This is an optimization exercise on Yosys and OpenROAD, whose aim is small area, a short achievable clock period and few clock cycles per item, not a production implementation.
RTL that was checked went through simulation tests only; none was proved equivalent to the original.
For runs 1 and 3, only the layout was checked, not whether the RTL still works.

File: design/flow/run.sh
#!/bin/bash
# synth_recipe.tcl (not shown) runs the flow's synth.tcl, then flattens the netlist and writes it again
# the make line also repeats each setting of config.mk as NAME=value (left out here)
make -C /OpenROAD-flow-scripts/flow DESIGN_CONFIG=/design/flow/config.mk WORK_HOME=/design/flow/orfs CLKGATE_MAP_FILE= SYNTH_SCRIPT=/design/flow/synth_recipe.tcl finish
File: design/flow/config.mk
export PLATFORM = sky130hd
export DESIGN_NAME = battery_compensated_angle_from_adc
export DESIGN_NICKNAME = battery_compensated_angle_from_adc
export VERILOG_FILES = /design/flow/design.v
export SDC_FILE = /design/flow/constraint.sdc
export NUM_CORES = 4
export LEC_CHECK = 0
export CAP_MARGIN = 20
export CORE_MARGIN = 2
export CORE_UTILIZATION = 40
export SETUP_SLACK_MARGIN = 2.5
export SLEW_MARGIN = 20
File: design/flow/constraint.sdc
create_clock -name core_clock -period 7.5 [get_ports {clk}]
set_input_delay 1.5000 -clock core_clock [delete_from_list [all_inputs] [get_ports {clk}]]
set_output_delay 1.5000 -clock core_clock [all_outputs]
set_load 0.01 [all_outputs]
File: design/flow/design.v
`default_nettype none
package bcaa_pkg;
    localparam int BATT_W     = 10;
    localparam int ANGLE_W    = 16;
    localparam int CFG_IDX_W  = 1;
    localparam int CFG_DATA_W = 10;
endpackage
`default_nettype wire
`default_nettype none
module battery_compensated_angle_from_adc (
    input  wire logic                  clk,
    input  wire logic                  rst_n,
    input  wire logic                  in_valid,
    output logic                       in_ready,
    input  wire logic [7:0]            in_code_byte0,
    input  wire logic [7:0]            in_code_byte1,
    input  wire logic [7:0]            in_code_byte2,
    input  wire logic [bcaa_pkg::BATT_W-1:0]     in_battery_count,
    input  wire logic                  in_zero_request,
    input  wire logic                  cfg_valid,
    output logic                       cfg_ready,
    input  wire logic [bcaa_pkg::CFG_IDX_W-1:0]  cfg_index,
    input  wire logic [bcaa_pkg::CFG_DATA_W-1:0] cfg_data,
    output logic                       out_valid,
    input  wire logic                  out_ready,
    output logic      [bcaa_pkg::ANGLE_W-1:0]    out_angle_q8,
    output logic                       out_denominator_fault,
    output logic                       out_offset_taken
);
    localparam int NSTEP = 9;                 
    logic [1:0] mode_reg;
    logic [9:0] knee_reg;
    assign cfg_ready = 1'b1;
    always_ff @(posedge clk or negedge rst_n)
        if (!rst_n) begin
            mode_reg <= 2'd2;
            knee_reg <= 10'd796;
        end else if (cfg_valid) begin
            if (cfg_index == 1'b0) mode_reg <= cfg_data[1:0];
            else                   knee_reg <= cfg_data;
        end
    localparam logic [2:0] F_ACC = 3'd0, F_ABS = 3'd1, F_SHIFT = 3'd2, F_U = 3'd3, F_X15 = 3'd4,
                           F_X225 = 3'd5, F_RDY = 3'd6;
    logic [2:0]  fstate;
    logic [1:0]  fpos;
    logic [29:0] facc;        
    logic [23:0] fden;        
    logic        fge;         
    logic        flo;         
    logic        fzreq;
    logic        fneg;        
    logic        fmge;        
    logic        ftneg;       
    logic        handoff;
    logic [29:0] code_ext;
    logic        s_neg;
    logic        m_ge;
    logic [29:0] alu_x;
    logic [29:0] alu_y;
    logic        alu_c;
    logic [29:0] alu_r;
    logic [22:0] m_val;
    always_comb begin
        if (mode_reg == 2'd3)
            code_ext = {{6{in_code_byte0[7]}}, in_code_byte0, in_code_byte1, in_code_byte2};
        else
            code_ext = {{14{in_code_byte0[7]}}, in_code_byte0, in_code_byte1};
        s_neg = fneg;
        alu_x = facc;
        alu_y = code_ext;
        alu_c = 1'b0;
        case (fstate)
            F_ACC: begin
                if (fpos == 2'd0) alu_x = '0;
            end
            F_ABS: begin                        
                alu_x = s_neg ? ~facc : facc;
                alu_y = s_neg ? 30'h3FFFFFFF : 30'd2;
            end
            F_U: begin                          
                alu_x = (!fneg && !fmge) ? ~facc : facc;
                alu_y = fneg ? 30'd5120 : (fmge ? -30'sd5120 : 30'd5121);
            end
            F_RDY: begin                        
                alu_y = ~(30'(fden) << 5);
                alu_c = 1'b1;
            end
            default: begin                      
                alu_x = facc << 4;
                alu_y = ~facc;
                alu_c = 1'b1;
            end
        endcase
        alu_r = alu_x + alu_y + 30'(alu_c);
        if (facc[29])
            m_val = '0;
        else if (mode_reg == 2'd3 && (|facc[24:23]))
            m_val = 23'h200000;
        else
            case (mode_reg)
                2'd3:    m_val = facc[24:2];
                2'd2:    m_val = {facc[22:2], 2'b0};
                2'd1:    m_val = {facc[20:2], 4'b0};
                default: m_val = {facc[18:2], 6'b0};
            endcase
        m_ge = (|m_val[22:13]) | (m_val[12] & (m_val[11] | m_val[10]));
    end
    assign in_ready = (fstate == F_ACC);
    always_ff @(posedge clk or negedge rst_n)
        if (!rst_n) begin
            fstate <= F_ACC;
            fpos   <= 2'd0;
        end else begin
            case (fstate)
                F_ACC: if (in_valid) begin
                    fpos <= fpos + 2'd1;
                    if (fpos == 2'd3) fstate <= F_ABS;
                end
                F_ABS:   fstate <= F_SHIFT;
                F_SHIFT: fstate <= F_U;
                F_U:     fstate <= F_X15;
                F_X15:   fstate <= F_X225;
                F_X225:  fstate <= F_RDY;
                default: if (handoff) fstate <= F_ACC;
            endcase
        end
    always_ff @(posedge clk) begin
        case (fstate)
            F_ACC: if (in_valid) begin
                facc  <= alu_r;
                fneg  <= alu_r[25];
                fzreq <= in_zero_request;
                if (fpos == 2'd0) fden <= 24'(in_battery_count);
            end
            F_ABS: begin
                facc <= alu_r;
                fge  <= (fden[9:0] >= knee_reg);
                flo  <= (fden[9:0] < 10'd59);
                fden <= 24'((19'(fden[9:0]) << 9) - (19'(fden[9:0]) << 7) - 19'(fden[9:0]));
            end
            F_SHIFT: begin
                facc <= 30'(m_val);
                fmge <= m_ge;
                fden <= fge ? 24'd9420800 : ((fden << 5) + fden - 24'd737280);
            end
            F_U: begin
                facc  <= alu_r;
                ftneg <= fneg | ~fmge;
            end
            F_X15, F_X225: facc <= alu_r;
            default: ;
        endcase
    end
    logic        dbusy;
    logic [3:0]  dcnt;
    logic [23:0] drem;
    logic [17:0] dquo;        
    logic [23:0] dden;
    logic        dovf;        
    logic        dsgn;
    logic        dzreq;
    logic        dfault;
    logic        out_valid_reg;
    logic        out_free;
    logic        dfinal;
    logic        dcan_load;
    assign out_free  = !out_valid_reg || out_ready;
    assign dfinal    = dbusy && (dcnt == 4'(NSTEP));
    assign dcan_load = !dbusy || (dfinal && out_free);
    assign handoff   = (fstate == F_RDY) && dcan_load;
    logic [25:0] x4;
    logic [26:0] s1, s2, s3;
    logic [26:0] c3s, c3c;    
    logic        ge1, ge2, ge3;
    logic [23:0] rem_next;
    logic [1:0]  qdig;
    always_comb begin
        x4 = {drem, dquo[17:16]};
        s1 = {1'b0, x4} - {3'b0, dden};
        s2 = {1'b0, x4} - {2'b0, dden, 1'b0};
        c3s = {1'b0, x4} ^ ~{3'b0, dden} ^ ~{2'b0, dden, 1'b0};
        c3c = ({1'b0, x4} & ~{3'b0, dden}) | ({1'b0, x4} & ~{2'b0, dden, 1'b0})
            | (~{3'b0, dden} & ~{2'b0, dden, 1'b0});
        s3 = 27'(({c3s, 1'b1} + {c3c[25:0], 1'b1, 1'b1}) >> 1);
        ge1 = !s1[26];
        ge2 = !s2[26];
        ge3 = !s3[26];
        if (ge3)      rem_next = s3[23:0];
        else if (ge2) rem_next = s2[23:0];
        else if (ge1) rem_next = s1[23:0];
        else          rem_next = x4[23:0];
        qdig = {ge2, ge3 | (ge1 & ~ge2)};
    end
    always_ff @(posedge clk or negedge rst_n)
        if (!rst_n) begin
            dbusy <= 1'b0;
            dcnt  <= '0;
        end else begin
            if (handoff) begin
                dbusy <= 1'b1;
                dcnt  <= '0;
            end else if (dfinal) begin
                if (out_free) dbusy <= 1'b0;
            end else if (dbusy) begin
                dcnt <= dcnt + 1'b1;
            end
        end
    always_ff @(posedge clk) begin
        if (handoff) begin
            drem   <= facc[28:5];
            dquo   <= {facc[4:0], 13'b0};
            dovf   <= !alu_r[29];
            dden   <= fden;
            dsgn   <= ftneg;
            dzreq  <= fzreq;
            dfault <= !fge && flo;
        end else if (dbusy && !dfinal) begin
            drem <= rem_next;
            dquo <= {dquo[15:0], qdig};
        end
    end
    logic [17:0] q_sat;
    logic        ofs_pos;
    logic [17:0] ofs_mag;
    logic [15:0] angle_reg;
    logic        fault_reg;
    logic        taken_reg;
    logic        emit;
    assign emit  = dfinal && out_free;
    assign q_sat = dovf ? 18'h3FFFF : dquo;
    always_ff @(posedge clk or negedge rst_n)
        if (!rst_n) begin
            out_valid_reg <= 1'b0;
            ofs_pos       <= 1'b1;
            ofs_mag       <= '0;
        end else begin
            if (emit)
                out_valid_reg <= 1'b1;
            else if (out_ready)
                out_valid_reg <= 1'b0;
            if (emit && !dfault && dzreq) begin
                ofs_pos <= dsgn;
                if (dsgn)
                    ofs_mag <= q_sat[17] ? 18'd131071 : q_sat;
                else
                    ofs_mag <= (q_sat[17] && (|q_sat[16:0])) ? 18'd131072 : q_sat;
            end
        end
    logic [20:0] ang_s;
    logic [19:0] ang;
    logic [15:0] ang_c;
    always_comb begin
        ang_s = {{2'b0, ofs_mag} ^ {20{~ofs_pos}}, 1'b1} + {{2'b0, q_sat} ^ {20{dsgn}}, (~ofs_pos | dsgn)};
        ang   = ang_s[20:1];
        if (dfault || (!ofs_pos && dsgn) || ang[19])
            ang_c = 16'd0;
        else if (|ang[18:16])
            ang_c = 16'hFFFF;
        else
            ang_c = ang[15:0];
    end
    always_ff @(posedge clk) begin
        if (emit) begin
            angle_reg <= ang_c;
            fault_reg <= dfault;
            taken_reg <= !dfault && dzreq;
        end
    end
    assign out_valid             = out_valid_reg;
    assign out_angle_q8          = angle_reg;
    assign out_denominator_fault = fault_reg;
    assign out_offset_taken      = taken_reg;
endmodule
`default_nettype wire
==> run summary, run 1 <==
* Status: no timing/DRC/antenna violations
* Antenna diode instance count at 0
* Vias in the first global route at 16,600
* Area growth, synth to finish at 10.8%
* RSZ-0062 raised after global routing: no
* Max incr delay on CP at 0.72 ns
* Top cells by area, synth: edfxtp_1, ha_1, xnor2_1, nand2_1, o21ai_0
* Clock tree sinks at 190
* Post-synth top area share at 21.3%
* Synth unique cells at 86
* CP bufs+invs at 1
* Slowest-stage cell, CP: nor2_1
* Core area at 46,800 sq um
* Dominant cell type by area after synthesis: edfxtp_1
* Die footprint at 49,300 sq um
* IO Pins at 72
* Most used flip-flop cell after synthesis: edfxtp_1
* Avg Inst Size Synth at 8.51 sq um
* Via count at 17,100
* Final Wtd Congestion at 0.935
* Hold-fix buffer count after cts at 0
* Starting Density at 40.7%
* Die width at 222 um
* Final setup skew at 0.0114 ns
* Final Max Tran Viols at 0
* WL/cell at 20.4 um
* Fin crit period at 4.80 ns
* Post-Route WL at 58,900 um
* Largest net degree at the start of global routing at 44
* CP top delay family: compound AO/OA/AOI/OAI gates
* ANT nets after route at 0
* Clock-pin slew on the worst setup and hold paths at 0.07 ns
* Critical path type: register to register
* Max-capacitance violation count at 0
* Worst slew margin at 37.9%
* CP arrival at 5.03 ns
* Max Fclk at 0.208 GHz
* Final setup TNS at 0 ns
* Mapped Nets at 2,502
* Synth async-reset ratio at 22.1%
* Number of flops mapped to enable cells by yosys at 135
* Startpoint Class: register
* Final HPWL DP at 44,700 um
* Syn Inst Count at 2,236
* Hold Path Class: register to register
* TritonCTS Buffers at 17
* Final setup fails at 0
* Final Cycle Share at 64.0%
* Synth top cells by count: nand2_1, ha_1, nor2_1, o21ai_0, a21oi_1
* Final instance area at 21,100 sq um
* CTS tree: done
* Crit-path most repeated cell: a211oi_1
* Max FFs per register at 30
* Dpl ws at 1.83 ns
* First-pass GRT wire length at 92,300 um
* Initial antenna violation count at 0
* H-tree depth at 4
* Top reg by flops: facc
* Seq/Total Area, Yosys at 28.3%
* FF+latch count, synth at 190
* Die extent in y at 222 um
* Crit path required time at 7.73 ns
* Worst setup margin at 2.70 ns
* Area post-placement at 20,300 sq um
* Synthesized cell area at 19,000 sq um
* Total gr overflow at 0
* Crit end category: register
* Longest Clk Path Bufs at 2
* Count leader, synth: nand2_1
* IO Port Bufs at 70
* Critical-path cell list: inv_1 > fa_1 > ha_1 > nor2b_1 > o31ai_1 > a21oi_1 > a211oi_1 > a211oi_1 > a21o_1 > nor2_1 > o211a_1 > a211oi_2
* Endpoints failing hold at 0
* Vias per std cell at 5.94
* Crit-path max FO at 17
* Post-layout net count at 2,530
* Share of cells above drive strength 1 at 6.76%
* CTS root buffer: clkbuf_16
* 1st-iter DRT viols at 1,456
* Worst-Margin Slew at 0.927 ns
* Clk Latency, worst-skew pair at 0.49 ns
* Standard-cell rows at 79
* R2R Setup Slk at 2.70 ns
* Drt pass-1 iters at 5
* DRC viols at 0
* Total GRT Usage at 23.8%
* Yosys warns at 1
==> path summary, 6_finish.rpt <==
kind / endpoint / start / depth (start not counted)
setup / recovery: drem[20]$_DFFE_PP_ / dden[1]$_DFFE_PP_ / 12
hold / removal: dzreq$_DFFE_PP_ / fzreq$_DFFE_PP_ / 0
setup reg to reg: drem[20]$_DFFE_PP_ / dden[1]$_DFFE_PP_ / 12
hold reg to reg: dzreq$_DFFE_PP_ / fzreq$_DFFE_PP_ / 0
max in group asynchronous: fstate[1]$_DFFE_PN0P_ / rst_n / 2
min in group asynchronous: mode_reg[0]$_DFFE_PN0P_ / rst_n / 2
==> cell usage in the layout, fill, tap and decap left out, drive strengths merged, types with 46 or more instances in the layout <==
master / n
xnor2: 114
edfxtp: 135
inv: 130
nor2: 177
xor2: 46
ha: 185
clkdlybuf4s50: 69
a21o: 61
o21ai: 181
a21oi: 170
nand2: 240
nand3: 54
==> metal layers <==
layer	track usage, %	vias up	part of all wire [%]
met3	3.96	119	5.6
met1	31.6	8195	45
met5	0	-	0
li1	-	8213	-
met2	38.5	601	46
met4	9.22	0	3.2
==> area by class of cell <==
| cell class | instances | area, sq um |
|---|---|---|
| well taps | 607 | 759 |
| flip-flops and latches | 190 | 5380 |
| inverters | 125 | 473 |
| clock buffers | 24 | 546 |
| repair buffers | 94 | 885 |
| clock inverters | 8 | 98.8 |
| fillers | 4586 | 25700 |
| multi-input cells | 1836 | 12900 |
==> worst register-to-register path: cells and delay by family (launching register included) <==
kind	cells	cell delay, ns
buf+inv	1	0.22
fa+ha+maj	2	0.82
simple gates	2	0.88
compound gates	7	2.20
flops	1	0.43
==> metrics by stage <==
step | hold WS [ns] | utilization (%) | instances
after global routing | 0.429 | 45.1 | 2884
after CTS | 0.426 | 44.9 | 2882
after floorplan | 0.400 | - | 2236
after global placement | 0.403 | 43.4 | 2850
after detailed placement | 0.408 | 43.4 | 2850
final | 0.424 | 45.1 | 2884
==> logic make-up after synthesis <==
| group | after synthesis | synth area share (%) |
|---|---|---|
| other | 1 | 0.0197 |
| adders and majority gates | 216 | 15.4 |
| buffers and inverters | 210 | 4.35 |
| muxes | 58 | 3.44 |
| and+or+nand+nor | 702 | 17.2 |
| AOI/OAI and AO/OA | 699 | 24.0 |
| DFF | 190 | 28.3 |
| xor gates and xnor gates | 160 | 7.37 |
==> what timing repair did <==
item	in CTS	in global routing
endpoints found under the setup margin	19	15
setup buffers	0	1
resized for setup	9	17
pin swaps	0	4
cloned	0	1
==> run 2, diff against run 1 <==
--- a/design/flow/design.v
+++ b/design/flow/design.v
@@ -41,5 +41,5 @@
         end
     localparam logic [2:0] F_ACC = 3'd0, F_ABS = 3'd1, F_SHIFT = 3'd2, F_U = 3'd3, F_X15 = 3'd4,
-                           F_X225 = 3'd5, F_RDY = 3'd6;
+                           F_X225 = 3'd5;
     logic [2:0]  fstate;
     logic [1:0]  fpos;
@@ -82,8 +82,4 @@
                 alu_y = fneg ? 30'd5120 : (fmge ? -30'sd5120 : 30'd5121);
             end
-            F_RDY: begin                        
-                alu_y = ~(30'(fden) << 5);
-                alu_c = 1'b1;
-            end
             default: begin                      
                 alu_x = facc << 4;
@@ -121,5 +117,4 @@
                 F_U:     fstate <= F_X15;
                 F_X15:   fstate <= F_X225;
-                F_X225:  fstate <= F_RDY;
                 default: if (handoff) fstate <= F_ACC;
             endcase
@@ -148,5 +143,5 @@
                 ftneg <= fneg | ~fmge;
             end
-            F_X15, F_X225: facc <= alu_r;
+            F_X15: facc <= alu_r;
             default: ;
         endcase
@@ -157,16 +152,20 @@
     logic [17:0] dquo;        
     logic [23:0] dden;
+    logic        dtop;        
     logic        dovf;        
     logic        dsgn;
     logic        dzreq;
     logic        dfault;
+    logic        sv;          
     logic        out_valid_reg;
     logic        out_free;
+    logic        st_free;
     logic        dfinal;
     logic        dcan_load;
     assign out_free  = !out_valid_reg || out_ready;
-    assign dfinal    = dbusy && (dcnt == 4'(NSTEP));
-    assign dcan_load = !dbusy || (dfinal && out_free);
-    assign handoff   = (fstate == F_RDY) && dcan_load;
+    assign st_free   = !sv || out_free;
+    assign dfinal    = dbusy && (dcnt == 4'(NSTEP - 1));
+    assign dcan_load = !dbusy || (dfinal && st_free);
+    assign handoff   = (fstate == F_X225) && dcan_load;
     logic [25:0] x4;
     logic [26:0] s1, s2, s3;
@@ -201,5 +200,5 @@
                 dcnt  <= '0;
             end else if (dfinal) begin
-                if (out_free) dbusy <= 1'b0;
+                if (st_free) dbusy <= 1'b0;
             end else if (dbusy) begin
                 dcnt <= dcnt + 1'b1;
@@ -208,7 +207,7 @@
     always_ff @(posedge clk) begin
         if (handoff) begin
-            drem   <= facc[28:5];
-            dquo   <= {facc[4:0], 13'b0};
-            dovf   <= !alu_r[29];
+            drem   <= alu_r[28:5];
+            dquo   <= {alu_r[4:0], 13'b0};
+            dtop   <= alu_r[29];
             dden   <= fden;
             dsgn   <= ftneg;
@@ -216,8 +215,14 @@
             dfault <= !fge && flo;
         end else if (dbusy && !dfinal) begin
+            if (dcnt == 4'd0)
+                dovf <= dtop || (drem >= dden);
             drem <= rem_next;
             dquo <= {dquo[15:0], qdig};
         end
     end
+    logic [17:0] sq;
+    logic        ssgn;
+    logic        sfault;
+    logic        szreq;
     logic [17:0] q_sat;
     logic        ofs_pos;
@@ -226,23 +231,30 @@
     logic        fault_reg;
     logic        taken_reg;
+    logic        st_load;
     logic        emit;
-    assign emit  = dfinal && out_free;
-    assign q_sat = dovf ? 18'h3FFFF : dquo;
-    always_ff @(posedge clk or negedge rst_n)
-        if (!rst_n) begin
+    assign st_load = dfinal && st_free;
+    assign emit    = sv && out_free;
+    assign q_sat   = dovf ? 18'h3FFFF : {dquo[15:0], qdig};
+    always_ff @(posedge clk or negedge rst_n)
+        if (!rst_n) begin
+            sv            <= 1'b0;
             out_valid_reg <= 1'b0;
             ofs_pos       <= 1'b1;
             ofs_mag       <= '0;
         end else begin
+            if (st_load)
+                sv <= 1'b1;
+            else if (emit)
+                sv <= 1'b0;
             if (emit)
                 out_valid_reg <= 1'b1;
             else if (out_ready)
                 out_valid_reg <= 1'b0;
-            if (emit && !dfault && dzreq) begin
-                ofs_pos <= dsgn;
-                if (dsgn)
-                    ofs_mag <= q_sat[17] ? 18'd131071 : q_sat;
+            if (emit && !sfault && szreq) begin
+                ofs_pos <= ssgn;
+                if (ssgn)
+                    ofs_mag <= sq[17] ? 18'd131071 : sq;
                 else
-                    ofs_mag <= (q_sat[17] && (|q_sat[16:0])) ? 18'd131072 : q_sat;
+                    ofs_mag <= (sq[17] && (|sq[16:0])) ? 18'd131072 : sq;
             end
         end
@@ -251,7 +263,7 @@
     logic [15:0] ang_c;
     always_comb begin
-        ang_s = {{2'b0, ofs_mag} ^ {20{~ofs_pos}}, 1'b1} + {{2'b0, q_sat} ^ {20{dsgn}}, (~ofs_pos | dsgn)};
+        ang_s = {{2'b0, ofs_mag} ^ {20{~ofs_pos}}, 1'b1} + {{2'b0, sq} ^ {20{ssgn}}, (~ofs_pos | ssgn)};
         ang   = ang_s[20:1];
-        if (dfault || (!ofs_pos && dsgn) || ang[19])
+        if (sfault || (!ofs_pos && ssgn) || ang[19])
             ang_c = 16'd0;
         else if (|ang[18:16])
@@ -261,8 +273,14 @@
     end
     always_ff @(posedge clk) begin
+        if (st_load) begin
+            sq     <= q_sat;
+            ssgn   <= dsgn;
+            sfault <= dfault;
+            szreq  <= dzreq;
+        end
         if (emit) begin
             angle_reg <= ang_c;
-            fault_reg <= dfault;
-            taken_reg <= !dfault && dzreq;
+            fault_reg <= sfault;
+            taken_reg <= !sfault && szreq;
         end
     end
==> run 2 against run 1 <==
Against the previous run: still clean on timing, DRC and antenna; synthesized cell count rose by 1.6%; worst setup slack gained 0.029 ns; die area up 6.8%; first-iteration DRC count increased by 21%; clock skew is 0.025 ns higher; final area grew 7.7%; register-to-register slack gained 0.03 ns; critical endpoint is now drem[17]$_DFFE_PP_.
==> run summary, run 2 <==
* Status: no timing/DRC/antenna violations
* Share of cells above drive strength 1 at 7.75%
* Post-synthesis adder-cell area fraction at 15.8%
* Worst R2R Start: dden[1]$_DFFE_PP_
* Worst hold stages at 0
* Final setup fails at 0
* Top cells by area, synth: edfxtp_1, ha_1, a21oi_1, dfrtp_1, xnor2_1
* Syn Inst Count at 2,271
* Core area at 50,200 sq um
* Vias per std cell at 5.93
* Hold Path Class: register to register
* Fin crit period at 4.77 ns
* Dominant cell type by area after synthesis: edfxtp_1
* Startpoint Class: register
* Post-layout net count at 2,591
* Final Wtd Congestion at 0.924
* Critical path type: register to register
* DRC viols at 0
* Worst-Margin Slew at 1.10 ns
* Starting Density at 40.5%
* Final setup skew at 0.0359 ns
* Final Max Tran Viols at 0
* Total gr overflow at 0
* Top reg by flops: facc
* Worst setup margin at 2.73 ns
* Final HPWL DP at 44,900 um
* Max Fclk at 0.209 GHz
* Xor/xnor share of the synthesized area at 7.06%
* Synth async-reset ratio at 20.2%
* Post-synth top area share at 23.2%
* FF+latch count, synth at 213
* Dpl ws at 2.07 ns
* IO Port Bufs at 70
* Worst slew margin at 26.9%
* R2R cell count at 13
* R2R Setup Slk at 2.73 ns
* Vias in the first global route at 17,200
* First-pass GRT wire length at 94,500 um
* Longest Clk Path Bufs at 3
* Die footprint at 52,700 sq um
* Via count at 17,800
* Avg Inst Size Synth at 8.96 sq um
* R2r endpoint: drem[17]$_DFFE_PP_
* Max-capacitance violation count at 0
* Crit path required time at 7.76 ns
* Seq/Total Area, Yosys at 29.8%
* Yosys warns at 1
* Max FFs per register at 30
* CTS root buffer: clkbuf_16
* Mux cell area share after synthesis at 3.36%
* Largest net degree at the start of global routing at 56
* Hold-fix buffer count after cts at 0
* Hold Crit Start: fden[19]$_DFFE_PP_
* Compound-Gate Fraction of Synth Area at 24.7%
* Post-Route WL at 59,100 um
* Area growth, synth to finish at 11.5%
* Drt pass-1 iters at 7
* CTS tree: done
* ANT nets after route at 0
* Hold endpoint: dden[19]$_DFFE_PP_
* Synth unique cells at 100
* Commonest non-fill, non-tap cell in the layout: ha_1
* Count leader, synth: ha_1
* WL/cell at 19.7 um
* Clock-pin slew on the worst setup and hold paths at 0.06 ns
* Largest family of logic cells by synthesized area: compound AO/OA/AOI/OAI gates
* 1st-iter DRT viols at 1,768
* Endpoints failing hold at 0
* Mapped Nets at 2,561
* Clock tree sinks at 213
* Clk Latency, worst-skew pair at 0.58 ns
* Initial antenna violation count at 0
* Antenna diode instance count at 0
* Total GRT Usage at 22.1%
* Synthesized cell area at 20,300 sq um
* RSZ-0062 raised after global routing: no
* Most used flip-flop cell after synthesis: edfxtp_1
* Crit end category: register
* Crit-path max FO at 27
* IO Pins at 72
* Standard-cell rows at 82
* Synth top cells by count: ha_1, nand2_1, a21oi_1
* Final Cycle Share at 63.6%
* Simple-Gate Fraction of Synth Area at 15.2%
* Commonest non-fill, non-tap cells in the layout: ha_1, nand2_1, a21oi_1
* Final setup TNS at 0 ns
* CP arrival at 5.03 ns
* Number of flops mapped to enable cells by yosys at 157
* Die width at 229 um
* H-tree depth at 1
* TritonCTS Buffers at 27
* Die extent in y at 229 um
==> run 2: cell count changes in the layout (fill, tap and decap cells not counted), moves of 22 or more <==
cell | before | now
xor2_1 | 46 | 71
a21oi_1 | 166 | 191
a221o_1 | 5 | 28
nand2_1 | 237 | 198
xnor2_1 | 114 | 92
ha_1 | 185 | 209
edfxtp_1 | 135 | 157
o21ai_0 | 175 | 153
==> run 2: kinds of logic after synthesis <==
family          Yosys count
xor+xnor                164
mux                      57
buf+inv                 212
simple gates            647
flops                   213
compound gates          738
other cells               1
fa+ha+maj               239
==> run 2: critical path, stage by stage, from the launching register on <==
cell and delay, ns:
edfxtp_1 0.45, inv_1 0.27, fa_1 0.52, ha_1 0.31
nor2b_1 0.14, o31ai_1 0.35, a21oi_1 0.19, a31o_1 0.29
a41o_1 0.31, a31oi_4 0.20, buf_4 0.37, nand3_1 0.36
a211oi_1 0.56, a211oi_1 0.12
==> run 2: final cells by class <==
type	count	area (sq um)
multi-input cells	1846	13500
repair buffers	89	841
inverters	124	468
clock inverters	10	169
well taps	672	841
fillers	4803	27500
flip-flops and latches	213	6060
clock buffers	40	796
==> run 2: how the worst max path moves through the flow <==
stage / to / cells past startpoint / slack, ns / from
2_1_floorplan: drem[21]$_DFFE_PP_ / 14 / 3.07 / in_code_byte2[0]
3_3_place_gp: drem[23]$_DFFE_PP_ / 14 / 2.21 / in_code_byte1[0]
3_5_place_dp: drem[23]$_DFFE_PP_ / 14 / 2.07 / in_code_byte1[0]
4_1_cts: drem[23]$_DFFE_PP_ / 13 / 2.51 / fstate[2]$_DFFE_PN0P_
5_1_grt: drem[18]$_DFFE_PP_ / 13 / 2.52 / mode_reg[1]$_DFFE_PN1P_
6_report: drem[17]$_DFFE_PP_ / 13 / 2.73 / dden[1]$_DFFE_PP_
==> run 2: per-layer routing <==
metal	track usage, %	vias up	routed length [um]
li1	-	8537	-
met5	0	-	0
met1	30.5	8545	27200
met4	6.84	0	1790
met2	36.3	573	26900
met3	2.20	100	3220
==> run 2: metrics by stage <==
step                      utilization (%)  instance area [sq um]  hold WS (ns)  cells
after floorplan                         -                  20300         0.400   2271
after global placement               43.2                  21700         0.435   2942
after detailed placement             43.2                  21700         0.436   2942
after CTS                            45.2                  22700         0.458   2993
after global routing                 45.2                  22700         0.466   2994
final                                45.2                  22700         0.460   2994
==> run 2: repair_timing <==
item                                    CTS  global route
endpoints found under the setup margin   19             7
hold endpoints to repair                  0             0
resized for setup                         4             7
buffers inserted                          1             1
pin swaps                                 0             1
Testbench counts of run 2, summed over its fixed seeds: cycles 14,488, items 1,600.
==> run 3, diff against run 2 <==
--- a/design/flow/design.v
+++ b/design/flow/design.v
@@ -53,5 +53,10 @@
     logic        ftneg;       
     logic        handoff;
-    logic [29:0] code_ext;
+    logic [23:0] code_ext;
+    logic [23:0] ireg;        
+    logic        iv;
+    logic [1:0]  apos;        
+    logic        consume;
+    logic        take;
     logic        s_neg;
     logic        m_ge;
@@ -63,10 +68,10 @@
     always_comb begin
         if (mode_reg == 2'd3)
-            code_ext = {{6{in_code_byte0[7]}}, in_code_byte0, in_code_byte1, in_code_byte2};
+            code_ext = {in_code_byte0, in_code_byte1, in_code_byte2};
         else
-            code_ext = {{14{in_code_byte0[7]}}, in_code_byte0, in_code_byte1};
+            code_ext = {{8{in_code_byte0[7]}}, in_code_byte0, in_code_byte1};
         s_neg = fneg;
         alu_x = facc;
-        alu_y = code_ext;
+        alu_y = {{6{ireg[23]}}, ireg};
         alu_c = 1'b0;
         case (fstate)
@@ -102,12 +107,24 @@
         m_ge = (|m_val[22:13]) | (m_val[12] & (m_val[11] | m_val[10]));
     end
-    assign in_ready = (fstate == F_ACC);
+    assign consume  = (fstate == F_ACC) && iv;
+    assign in_ready = (!iv || consume)
+                   && ((apos != 2'd0) || (fstate == F_ACC && fpos == 2'd0 && !iv)
+                       || (fstate == F_X225 && dcan_load));
+    assign take     = in_valid && in_ready;
     always_ff @(posedge clk or negedge rst_n)
         if (!rst_n) begin
             fstate <= F_ACC;
             fpos   <= 2'd0;
+            apos   <= 2'd0;
+            iv     <= 1'b0;
         end else begin
+            if (take) begin
+                apos <= apos + 2'd1;
+                iv   <= 1'b1;
+            end else if (consume) begin
+                iv   <= 1'b0;
+            end
             case (fstate)
-                F_ACC: if (in_valid) begin
+                F_ACC: if (iv) begin
                     fpos <= fpos + 2'd1;
                     if (fpos == 2'd3) fstate <= F_ABS;
@@ -121,10 +138,13 @@
         end
     always_ff @(posedge clk) begin
+        if (take) begin
+            ireg <= code_ext;
+            if (apos == 2'd0) fden  <= 24'(in_battery_count);
+            if (apos == 2'd3) fzreq <= in_zero_request;
+        end
         case (fstate)
-            F_ACC: if (in_valid) begin
+            F_ACC: if (iv) begin
                 facc  <= alu_r;
                 fneg  <= alu_r[25];
-                fzreq <= in_zero_request;
-                if (fpos == 2'd0) fden <= 24'(in_battery_count);
             end
             F_ABS: begin
==> run 3 against run 2 <==
Against the previous run: cell count increased by 0.40%; first-iteration DRC count decreased by 26%; count of clock-buffer cells in the layout increased by 2; core utilization increased by 0.53 points; synthesized area increased by 0.64%; critical path type unchanged; highest routed layer unchanged.
==> run summary, run 3 <==
* CTS tree: done
* Die footprint at 53,000 sq um
* Post-Route WL at 57,400 um
* Crit path required time at 7.80 ns
* Largest net degree at the start of global routing at 47
* Seq/Total Area, Yosys at 33.5%
* Clock tree sinks at 240
* Worst-Margin Slew at 1.02 ns
* CP arrival at 5.09 ns
* Met3 Use GR at 3.37%
* Max FFs per register at 30
* Core area at 50,400 sq um
* Final Wtd Congestion at 0.931
* Max Fclk at 0.208 GHz
* Antenna diode instance count at 0
* Startpoint Class: register
* Grt met1 use at 28.3%
* Initial antenna violation count at 0
* Synth unique cells at 91
* Hold endpoint: szreq$_DFFE_PP_
* Via count at 17,000
* Synthesized cell area at 20,500 sq um
* Standard-cell rows at 82
* Worst R2R Start: fstate[0]$_DFFE_PN0P_
* Final Cycle Share at 64.0%
* Share of cells above drive strength 1 at 7.93%
* Post-Layout Cell Count at 3,006
* Post-synth top area share at 26.6%
* Drt pass-1 iters at 5
* Number of flops mapped to enable cells by yosys at 181
* Final setup fails at 0
* Synth async-reset ratio at 19.2%
* CTS root buffer: clkbuf_16
* Dpl ws at 1.85 ns
* IO Pins at 72
* Vias per std cell at 5.66
* Hold-fix buffer count after cts at 0
* Layer with the highest usage: met2
* R2R cell count at 16
* Crit-path max FO at 16
* Register area at 6860 sq um
* Endpoints failing hold at 0
* WL/cell at 19.1 um
* Final HPWL DP at 44,200 um
* Starting Density at 40.6%
* R2R Setup Slk at 2.70 ns
* First-pass GRT wire length at 90,200 um
* Crit end category: register
* Status: no timing/DRC/antenna violations
* Dominant cell type by area after synthesis: edfxtp_1
* RSZ-0062 raised after global routing: yes
* Fillcell total at 4,849
* Worst slew margin at 32.0%
* IO Port Bufs at 70
* DRC viols at 0
* Die width at 230 um
* Hold Crit Start: dzreq$_DFFE_PP_
* Vias in the first global route at 16,600
* Hold Path Class: register to register
* Count leader, synth: nand2_1
* Multi-input logic area at 12,900 sq um
* Max-capacitance violation count at 0
* Met2 Resource Use GR at 35.3%
* TritonCTS Buffers at 30
* Final setup TNS at 0 ns
* Most used flip-flop cell after synthesis: edfxtp_1
* Clock-pin slew on the worst setup and hold paths at 0.07 ns
* Post-layout net count at 2,602
* Avg Inst Size Synth at 9.06 sq um
* Top cells by area, synth: edfxtp_1, ha_1, nand2_1, dfrtp_1, xnor2_1
* Commonest non-fill, non-tap cells in the layout: nand2_1, ha_1, a21oi_1
* Placed cell count at 2,934
* R2r endpoint: drem[18]$_DFFE_PP_
* Yosys warns at 1
* Critical Path Source: fstate[0]$_DFFE_PN0P_
* Clk Latency, worst-skew pair at 0.57 ns
* Final setup skew at 0.0162 ns
* 1st-iter DRT viols at 1,304
* Total gr overflow at 0
* Worst hold stages at 0
* Commonest non-fill, non-tap cell in the layout: nand2_1
* Area growth, synth to finish at 12.6%
* Fin crit period at 4.80 ns
* Mapped Nets at 2,550
* Final Max Tran Viols at 0
* FF+latch count, synth at 240
* Longest Clk Path Bufs at 3
* Die extent in y at 230 um
* Total GRT Usage at 21.2%
* Critical path type: register to register
* ANT nets after route at 0
* H-tree depth at 1
* Worst setup margin at 2.70 ns
* Top reg by flops: facc
* Syn Inst Count at 2,258
* Synth top cells by count: nand2_1, ha_1, a21oi_1
* Final hold slack at 0.416 ns
-- run 3: worst max path at each step --
stage	endpoint	slack [ns]	cells after the start
floorplan	facc[24]$_SDFFCE_PP0P_	2.85	19
global placement	drem[19]$_DFFE_PP_	2.10	15
detailed placement	facc[24]$_SDFFCE_PP0P_	1.85	14
CTS	drem[18]$_DFFE_PP_	2.52	17
global route	drem[21]$_DFFE_PP_	2.43	18
finish	drem[18]$_DFFE_PP_	2.70	16
-- run 3: repair_timing --
item,CTS,global route
setup endpoints to repair,35,27
gates cloned,0,0
pin swaps,0,2
buffers inserted,0,16
resized for setup,13,10
-- run 3: final cells by class --
class                   instances  share of cell area [%]
clock buffers                  42                    3.86
clock inverters                14                   0.527
flip-flops and latches        240                    29.8
inverters                     125                    2.07
multi-input cells            1810                    55.9
well taps                     672                    3.65
repair buffers                103                    4.18
-- run 3: layer usage --
| metal | vias up | part of all wire (%) |
|---|---|---|
| met4 | 0 | 2.9 |
| li1 | 8307 | - |
| met3 | 102 | 5.9 |
| met1 | 8083 | 45 |
| met2 | 514 | 46 |
| met5 | - | 0 |
-- run 3: kinds of logic after synthesis --
group	share of synthesized area (%)
AOI/OAI and AO/OA	20.7
xor gates and xnor gates	7.36
adders and majority gates	15.8
and+or+nand+nor	15.0
buffers and inverters	3.94
muxes	3.66
DFF	33.5
other	0.0183
-- run 3: worst max-delay path: stages, from the launching register on --
cell and delay, ns:
dfrtp_4 0.57, and2_2 0.26, and2_1 0.22, a211oi_4 0.31, a21boi_2 0.47, a221o_1 0.23
ha_1 0.31, a21o_1 0.19, a21o_1 0.17, a21o_1 0.18, a41oi_1 0.22, a211oi_1 0.13
or3_1 0.37, a21oi_1 0.36, o21ai_0 0.18, xnor2_1 0.26, a221oi_2 0.08
-- run 3: metrics by stage --
stage	instance area (sq um)	util [%]
6_report	23000	45.7
5_1_grt	23000	45.7
4_1_cts	22900	45.4
3_5_place_dp	21800	43.3
3_3_place_gp	21800	43.3
2_1_floorplan	20500	-

port drivers added, routing unchanged:
The flow's constraints put no driver on any port. The routed layouts listed below were extracted and timed again, unchanged, in two steps. Step 1, drivers: a clkbuf_16 drives clk and a buf_2 each remaining input, both assumed. Step 2 also shifts input and output timing later by t, the mid clock arrival at the registers, as if the neighbouring blocks saw the same clock. Three values: ideal ports, drivers, drivers and shift; two values: the first two.
run | t (ns) | slack for setup (ns) | worst setup path at the end | worst slew at a driven data input, ns
run 1 | 0.538 | 2.698 / 2.698 / 2.261 | input to register | 0.05
run 2 | 0.616 | 2.727 / 2.727 / 2.207 | input to register | 0.06
run 3 | 0.626 | 2.703 / 2.703 / 2.429 | input to register | 0.06
After both steps every run listed still meets setup and hold. The setup slack of run 2, which loses most, moves by 0.000 ns with the drivers and by -0.520 ns with both steps.
